Context: an optimization exercise on an open-source flow, tuned for small area, a short achievable clock period and few clock cycles per item. The choices shown serve that exercise and are no tape-out recipe. Function was checked by simulation only, so behaviour that the tests miss may differ from the original. Power figures rest on the tool's default switching activity, not on a simulated workload.

`design/flow/design.v`:
```
package emgrms_pkg;
   localparam int SAMPLE_W  = 12;
   localparam int RUN_W     = 16;
   localparam int RUNS_W    = 8;
   localparam int CSR_IDX_W = 8;
   localparam int CSR_DAT_W = 12;
   localparam int REQ_DAT_W = 16;
   localparam int RSP_DAT_W = 32;
   localparam logic [RUN_W-1:0] RUN_MAX = {RUN_W{1'b1}};
   localparam logic [CSR_IDX_W-1:0] REG_BIAS_LEVEL      = 8'd0;
   localparam logic [CSR_IDX_W-1:0] REG_ALERT_THRESHOLD = 8'd1;
   localparam logic [CSR_IDX_W-1:0] REG_RUNS_TO_ALERT   = 8'd2;
   localparam logic [SAMPLE_W-1:0] BIAS_RESET      = 12'd2048;
   localparam logic [SAMPLE_W-1:0] THRESHOLD_RESET = 12'd500;
   localparam logic [RUNS_W-1:0]   RUNS_RESET      = 8'd5;
   localparam int RSP_RUN_LSB   = SAMPLE_W;
   localparam int RSP_ALERT_BIT = SAMPLE_W + RUN_W;
endpackage
module emg_window_rms_alert_top #(
   parameter int WINDOW_LEN = 128
) (
   input  logic                                 clock,
   input  logic                                 reset,
   input  logic                                 req_tvalid,
   output logic                                 req_tready,
   input  logic [emgrms_pkg::REQ_DAT_W-1:0]     req_tdata,
   output logic                                 rsp_tvalid,
   input  logic                                 rsp_tready,
   output logic [emgrms_pkg::RSP_DAT_W-1:0]     rsp_tdata,
   input  logic                                 csr_valid,
   output logic                                 csr_ready,
   input  logic [emgrms_pkg::CSR_IDX_W-1:0]     csr_index,
   input  logic [emgrms_pkg::CSR_DAT_W-1:0]     csr_data
);
   localparam int SW     = emgrms_pkg::SAMPLE_W;           
   localparam int RW     = emgrms_pkg::RUN_W;              
   localparam int SLOT_W = $clog2(WINDOW_LEN);             
   localparam int FILL_W = $clog2(WINDOW_LEN + 1);         
   localparam int SQ_W   = 2 * SW;                         
   localparam int SUM_W  = SQ_W + SLOT_W;                  
   localparam int RAD_W  = SUM_W - SLOT_W;                 
   localparam int REM_W  = SW + 2;                         
   localparam int NSTG   = 5;                              
   localparam int QD     = NSTG + 5;                       
   localparam int QA_W   = $clog2(QD);
   localparam int CR_W   = $clog2(QD + 1);
   function automatic int stage_end(input int s);
      case (s)
         0: stage_end = 3;
         1: stage_end = 5;
         2: stage_end = 7;
         3: stage_end = 9;
         default: stage_end = 12;
      endcase
   endfunction
   function automatic logic [SQ_W-1:0] square(input logic [SW-1:0] x);
      logic [SQ_W-1:0] acc;
      logic [SQ_W-1:0] diag;
      diag = '0;
      for (int i = 0; i < SW; i++) diag[2*i] = x[i];
      acc = diag;
      for (int i = 0; i < SW - 1; i++) begin
         acc = acc + ((SQ_W'(x >> (i + 1)) & {SQ_W{x[i]}}) << (2 * i + 2));
      end
      square = acc;
   endfunction
   logic [SW-1:0]                 bias_ff;
   logic [SW-1:0]                 thr_ff;
   logic [emgrms_pkg::RUNS_W-1:0] runs_ff;
   always_ff @(posedge clock) begin
      if (reset) begin
         bias_ff <= emgrms_pkg::BIAS_RESET;
         thr_ff  <= emgrms_pkg::THRESHOLD_RESET;
         runs_ff <= emgrms_pkg::RUNS_RESET;
      end else if (csr_valid) begin
         case (csr_index)
            emgrms_pkg::REG_BIAS_LEVEL:      bias_ff <= csr_data;
            emgrms_pkg::REG_ALERT_THRESHOLD: thr_ff  <= csr_data;
            emgrms_pkg::REG_RUNS_TO_ALERT:   runs_ff <= csr_data[emgrms_pkg::RUNS_W-1:0];
            default: ;
         endcase
      end
   end
   assign csr_ready = 1'b1;
   logic              rdy_ff;
   logic              acc;
   logic [SLOT_W-1:0] gap;         
   logic [SLOT_W-1:0] gap_nx;
   logic [FILL_W-1:0] fill;        
   logic [FILL_W-1:0] fill_nx;
   logic              full;
   logic [CR_W-1:0]   cred;        
   logic [CR_W-1:0]   cred_nx;
   logic              pop;
   assign req_tready = rdy_ff;
   assign acc        = req_tvalid && rdy_ff;
   assign full       = (fill == FILL_W'(WINDOW_LEN));
   assign gap_nx     = acc ? '0 : gap + 1'b1;
   assign fill_nx    = (acc && !full) ? fill + 1'b1 : fill;
   assign cred_nx    = cred + CR_W'(acc && full) - CR_W'(pop);
   always_ff @(posedge clock) begin
      if (reset) begin
         gap    <= '0;
         fill   <= '0;
         cred   <= '0;
         rdy_ff <= 1'b1;
      end else begin
         gap    <= gap_nx;
         fill   <= fill_nx;
         cred   <= cred_nx;
         rdy_ff <= ((gap_nx == '0) || (fill_nx == '0)) && (cred_nx < CR_W'(QD));
      end
   end
   logic          in_v, in_q;
   logic [SW-1:0] in_d;
   always_ff @(posedge clock) begin
      if (reset) in_v <= 1'b0;
      else       in_v <= acc;
      in_q <= full;
      in_d <= req_tdata[SW-1:0];
   end
   logic [SW:0]              dif_a;
   logic [SW-1:0]            dif_b;
   logic [SW-1:0]            rect;
   logic [WINDOW_LEN*SW-1:0] win;
   logic [SW-1:0]            win_last;
   logic                     v1, q1;
   logic [SW-1:0]            o1;
   assign dif_a    = {1'b0, in_d} - {1'b0, bias_ff};
   assign dif_b    = bias_ff - in_d;
   assign rect     = dif_a[SW] ? dif_b : dif_a[SW-1:0];
   assign win_last = win[WINDOW_LEN*SW-1 -: SW];
   always_ff @(posedge clock) begin
      win <= {win[(WINDOW_LEN-1)*SW-1:0], in_v ? rect : win_last};
   end
   always_ff @(posedge clock) begin
      if (reset) v1 <= 1'b0;
      else       v1 <= in_v;
      q1 <= in_q;
      o1 <= (in_v && in_q) ? win_last : '0;
   end
   logic [SQ_W-1:0] sq_new, sq_old;
   logic            v2, q2;
   always_ff @(posedge clock) begin
      if (reset) v2 <= 1'b0;
      else       v2 <= v1;
      q2     <= q1;
      sq_new <= square(win[SW-1:0]);
      sq_old <= square(o1);
   end
   logic [SUM_W-1:0] sum;
   logic             v3;
   always_ff @(posedge clock) begin
      if (reset) begin
         sum <= '0;
         v3  <= 1'b0;
      end else begin
         if (v2) sum <= sum + SUM_W'(sq_new) - SUM_W'(sq_old);
         v3 <= v2 && q2;
      end
   end
   for (genvar s = 0; s < NSTG; s++) begin : g_root
      localparam int T0 = (s == 0) ? 0 : stage_end(s - 1);
      localparam int T1 = stage_end(s);
      logic [RAD_W-1:0] rad_i, rad_c, rad_r;
      logic [REM_W-1:0] rem_i, rem_c, rem_r;
      logic [SW-1:0]    q_i, q_c, q_r;
      logic             v_i, v_r;
      if (s == 0) begin : g_in
         assign rad_i = sum[SUM_W-1:SLOT_W];
         assign rem_i = '0;
         assign q_i   = '0;
         assign v_i   = v3;
      end else begin : g_in
         assign rad_i = g_root[s-1].rad_r;
         assign rem_i = g_root[s-1].rem_r;
         assign q_i   = g_root[s-1].q_r;
         assign v_i   = g_root[s-1].v_r;
      end
      always_comb begin
         logic [REM_W-1:0] rem_sh;
         logic [REM_W:0]   diff;
         rad_c = rad_i;
         rem_c = rem_i;
         q_c   = q_i;
         for (int t = T0; t < T1; t++) begin
            rem_sh = {rem_c[REM_W-3:0], rad_c[RAD_W-1:RAD_W-2]};
            rad_c  = rad_c << 2;
            diff   = {1'b0, rem_sh} - {1'b0, q_c, 2'b01};
            if (!diff[REM_W]) begin
               rem_c = diff[REM_W-1:0];
               q_c   = {q_c[SW-2:0], 1'b1};
            end else begin
               rem_c = rem_sh;
               q_c   = {q_c[SW-2:0], 1'b0};
            end
            rem_c = rem_c & REM_W'((1 << (t + 2)) - 1);
            q_c   = q_c & SW'((1 << (t + 1)) - 1);
         end
      end
      if (s < NSTG - 1) begin : g_reg
         always_ff @(posedge clock) begin
            if (reset) v_r <= 1'b0;
            else       v_r <= v_i;
            rad_r <= rad_c;
            rem_r <= rem_c;
            q_r   <= q_c;
         end
      end
   end
   logic [SW-1:0] qmem [QD];
   logic [QA_W:0] wp, rp;          
   logic          q_empty;
   logic          lv;
   logic [SW-1:0] lq;
   assign lv      = g_root[NSTG-1].v_i;
   assign lq      = g_root[NSTG-1].q_c;
   assign q_empty = (wp == rp);
   function automatic logic [QA_W:0] ptr_inc(input logic [QA_W:0] p);
      if (p[QA_W-1:0] == QA_W'(QD - 1)) ptr_inc = {~p[QA_W], {QA_W{1'b0}}};
      else                              ptr_inc = p + 1'b1;
   endfunction
   always_ff @(posedge clock) begin
      if (lv) qmem[wp[QA_W-1:0]] <= lq;
   end
   logic          ov;
   logic [SW-1:0] od_lvl;
   logic [RW-1:0] od_run;
   logic          od_alert;
   logic [SW-1:0] lvl_in;
   logic          over_in;
   logic [RW-1:0] run_inc, run_nx;
   logic          alert_nx;
   assign pop      = !q_empty && (!ov || rsp_tready);
   assign lvl_in   = qmem[rp[QA_W-1:0]];
   assign over_in  = (lvl_in >= thr_ff);
   assign run_inc  = (od_run == emgrms_pkg::RUN_MAX) ? od_run : od_run + 1'b1;
   assign run_nx   = over_in ? run_inc : '0;
   assign alert_nx = od_alert | (over_in && (run_inc >= RW'(runs_ff)));
   always_ff @(posedge clock) begin
      if (reset) begin
         wp       <= '0;
         rp       <= '0;
         ov       <= 1'b0;
         od_run   <= '0;
         od_alert <= 1'b0;
      end else begin
         if (lv) wp <= ptr_inc(wp);
         if (pop) begin
            rp       <= ptr_inc(rp);
            ov       <= 1'b1;
            od_run   <= run_nx;
            od_alert <= alert_nx;
         end else if (rsp_tready) begin
            ov <= 1'b0;
         end
      end
      if (pop) od_lvl <= lvl_in;
   end
   assign rsp_tvalid = ov;
   assign rsp_tdata  = {3'b000, od_alert, od_run, od_lvl};
endmodule
```
`design/flow/run.sh`:
```
#!/bin/bash
# synth_recipe.tcl (not shown) runs the flow's synth.tcl, then flattens the netlist and writes it again
# the make line also repeats each setting of config.mk as NAME=value (left out here)
make -C /OpenROAD-flow-scripts/flow DESIGN_CONFIG=/design/flow/config.mk WORK_HOME=/design/flow/orfs CLKGATE_MAP_FILE= SYNTH_SCRIPT=/design/flow/synth_recipe.tcl finish
```
`design/flow/config.mk`:
```
export PLATFORM = sky130hd
export DESIGN_NAME = emg_window_rms_alert_top
export DESIGN_NICKNAME = emg_window_rms_alert_top
export VERILOG_FILES = /design/flow/design.v
export SDC_FILE = /design/flow/constraint.sdc
export NUM_CORES = 4
export LEC_CHECK = 0
export CAP_MARGIN = 20
export CORE_MARGIN = 2
export CORE_UTILIZATION = 40
export SETUP_SLACK_MARGIN = 5
export SLEW_MARGIN = 20
```
`design/flow/constraint.sdc`:
```
create_clock -name core_clock -period 10.0 [get_ports {clock}]
set_input_delay 2.0000 -clock core_clock [delete_from_list [all_inputs] [get_ports {clock}]]
set_output_delay 2.0000 -clock core_clock [all_outputs]
set_load 0.01 [all_outputs]
```
==> flow_summary.yaml <==
outcome:
  outcome: "timing/DRC/antenna clean"
floorplan:
  die_w_um: 381
  core_area_sq_mm: 0.141
  rows: 138
  die_h_um: 381
  start_util_pct: 40.2
  ioPinCount: 76
  dieArea_sq_mm: 0.145
sta:
  finalClockSkew_ns: 0.0417
  finalMaxSlewViolations: 0
  final.period_utilization_pct: 55.1
  setup_tns_ns: 0
  holdWs_ns: 0.292
  fin_crit_ns: 5.51
  max_freq_mhz: 181
  rsz0062_at_grt: "yes"
  finalSetupViolCount: 0
  tightest_slew_ns: 0.958
  relSlewSlack_pct: 35.7
  hold_viol: 0
pwr:
  p_clk_share_pct: 31.2
  p_comb_share_pct: 26.6
  power.internal_uw: 14700
  switching_power_uw: 6060
  p_sw_share_pct: 29.3
  p_leak_uw: 0.0272
  peakVddDrop_uv: 305
  p_per_area_mw_per_mm2: 313
  seqPwrFrac_pct: 42.3
detailed_routing:
  routed-via-count: 28084
  wl_met1_um: 44200
  avgViaCountPerCell: 4.36
  wl_met2_um: 37800
  ant_nets: 0
  wl_per_cell_um: 13.5
  wl_met3_um: 3190
  drt_wl_total_um: 87100
  drc: 0
  drt_iter0_drc: 1274
  highest_layer: "met4"
  drtPass1Iterations: 6
global_routing:
  grt_max_degree: 72
  groute.usage.overall_pct: 12.2
  grt-ovfl-total: 0
  grt_pass1_wl_um: 144000
  antenna_found_initial: 3
  grt_pass1_vias: 28039
cells_and_area:
  postLayoutCoreUtil_pct: 46.8
  synthToLayoutAreaGrowth_pct: 16.3
  final_common_cell: "dfxtp_1"
  final_cell_mix: "1794 x dfxtp_1, 285 x inv_1, 266 x ha_1, 204 x nor2_1, 193 x nand2_1"
  nets: 4833
  drive_above_1_share_pct: 10.3
  fill_cells: 12323
logic_synthesis:
  synth.top_cell.area_share_pct: 64.4
  syn-cell-area_sq_mm: 0.0569
  ys_types: 88
  synth_edf_count: 132
  avgSynthCellArea_sq_um: 13.5
  yosys_warnings: 1
  ys_seq_area_share_pct: 71.4
  synth-seq-cells: 1963
  ys_async_sr_fraction_pct: 0
  synth_top_flop_cell: "dfxtp_1"
  yosysTopAreaCell: "dfxtp_1"
  synth_area_leaders: "dfxtp_1 64%, edfxtp_1 7.0%, ha_1 6.0%"
  syn_inst: 4207
worst_setup_path:
  r2r-end: "qmem[9][0]"
  path_max_fanout: 6
  startpoint_type: "register"
  worstSetupPathType: "register to register"
  endpoint_kind: "register"
  arrival_ns: 6.09
  reg2reg_depth: 22
  reg2reg_from: "g_root[3].q_r[3]"
  required_ns: 10.58
  reg2reg_slack_ns: 4.49
hold_path:
  min_from: "g_root[0].rad_r[17]"
  holdPathEnd: "g_root[1].rad_r[21]"
  min_path_cells: 0
  hold_path_class: "register to register"
clock_network:
  insertion_delay_ns: 0.78
  ctsHoldBuffers: 0
  cts_tree: "done"
  clockBufferDepth: 3
  clock_sinks: 1963
  path_clk_slew_ns: 0.06
  ctsRootBufferMaster: "clkbuf_16"
  cts_buffers: 171
  h-tree-depth: 4
place:
  place_congestion: 0.806
  place_hpwl_um: 54600
  portBuffers: 67
run:
  maxCapViolCount: 0
Yosys cell counts, drive strengths merged, types with 14 or more instances:
library cell  instances
inv                 292
xor2                 51
o21ai                97
nor2                204
nor2b                45
nand2               194
edfxtp              132
mux4                 24
o21a                 30
nor3                 50
dfxtp              1831
nand3                35
nand2b               33
and2                 88
a211o                18
a21o                 43
a31oi                24
ha                  271
mux2i                42
xnor2                94
a21oi               177
fa                  100
o21bai               15
and3                 30
buf                  27
clkbuf               66
mux2                 14
a211oi               30
routing by layer:
layer / vias to the layer above / GRT usage (%)
li1: 14346 / -
met1: 13242 / 17.2
met2: 347 / 18.4
met3: 149 / 2.67
met4: 0 / 4.16
met5: - / 0
state kept, by name (all words and copies together) (netlist names), 8 cells and up, named ones only:
signal / count
bias_ff: 12
fill: 8
g_root.q_r: 24
g_root.rad_r: 48
g_root.rem_r: 28
in_d: 12
o1: 12
od_lvl: 12
od_run: 16
qmem: 120
runs_ff: 8
sq_new: 22
sq_old: 23
sum: 31
thr_ff: 12
win: 1536
logic make-up (layout without fill, tap and decap cells):
group | Yosys count | count (layout) | share of synthesized area [%]
other | 2 | 5 | 0.0132
AO/OA/AOI/OAI | 515 | 516 | 5.90
AND/OR/NAND/NOR | 743 | 744 | 6.35
buffers and inverters | 388 | 729 | 2.65
multiplexers | 80 | 80 | 1.97
adder cells (fa/ha/maj) | 371 | 371 | 9.48
flip-flops | 1963 | 1963 | 71.4
XOR/XNOR | 145 | 145 | 2.23
what timing repair did:
action / CTS / global route
setup endpoints to repair: 18 / 18
gates cloned: 2 / 0
buffers inserted: 26 / 19
resized for setup: 47 / 52
pin swaps: 20 / 25
through the flow:
step                instances  cell area (sq um)  total power (uW)  setup WS [ns]
global placement         6091              59800             13400           3.71
floorplan                4209              57000             12500           4.89
CTS                      6423              65800             20500           4.38
global route             6442              66200             21900           4.33
finish                   6443              66200             20700           4.49
detailed placement       6091              59800             13500           3.66
power by group through the flow:
| stage | registers (uW) | clock network (uW) | logic, uW |
|---|---|---|---|
| finish | 8750 | 6460 | 5500 |
| global placement | 8950 | 0 | 4500 |
| floorplan | 8830 | 0 | 3660 |
| global route | 8800 | 6980 | 6110 |
| CTS | 8760 | 6660 | 5100 |
| detailed placement | 8950 | 0 | 4530 |
critical path: stages (launching register included):
cell and delay (ns):
dfxtp_4 0.37, inv_6 0.04, ha_4 0.20, a21o_1 0.21
a211o_1 0.31, o211a_4 0.26, or2_4 0.27, clkinv_8 0.07
o21ai_4 0.06, ha_2 0.19, or4_4 0.41, o211ai_1 0.24
o21ai_1 0.14, or4_4 0.60, nand2_8 0.13, clkinv_8 0.08
mux2_4 0.31, ha_4 0.26, and3_4 0.20, nand4_1 0.14
a211oi_4 0.38, a21oi_4 0.16, o221ai_4 0.28
worst max-delay path by stage:
stage	to	startpoint	slack [ns]	cells after the start
final	qmem[9][0]	g_root[3].q_r[3]	4.49	22
after floorplan	qmem[0][0]	g_root[3].q_r[3]	4.89	25
after CTS	qmem[9][0]	g_root[3].q_r[0]	4.38	24
after global routing	qmem[8][0]	g_root[3].q_r[3]	4.33	22
after global placement	qmem[8][0]	g_root[3].q_r[4]	3.71	21
after detailed placement	qmem[6][0]	g_root[3].q_r[4]	3.66	23
cell type report:
cell class                 instances  area (sq um)  area share, %
timing repair buffer             130          1140           1.73
sequential                      1963         40700           61.5
tap                             1890          2360           3.57
clock buffer                     241          4860           7.34
antenna                            1          2.50        0.00378
multi-input combinational       1860         15100           22.9
clock inverter                    63           810           1.22
inverter                         295          1140           1.73
Testbench counts, summed over its fixed seeds: cycles 5,200, items 4,096.

## what the ideal ports hide
No port has a modelled driver above. Below, the same layout with a new extraction and two added sets of constraints.
Step 1 sets driving cells, clkbuf_16 on the clock port and buf_2 on the other inputs (assumed; they add their load-dependent delay and slew).
Step 2, shift: input delay + t, output delay - t, t = (earliest + latest rising clock arrival at the registers) / 2. This alone moves slack from input paths to output paths.
Slacks: ideal ports / drivers / drivers and shift; pairs: ideal ports / drivers.
t, ns: 0.831
slack for setup (ns): 4.487 / 4.487 / 4.487
worst setup path after step 2: register to register
clock arrival spread, ns: 0.046 / 0.046
slew at the worst register clock pin (ns): 0.07 / 0.07
After both steps setup and hold are still met in this run. The setup slack of this run moves by 0.000 ns with the drivers and by 0.000 ns with both steps.
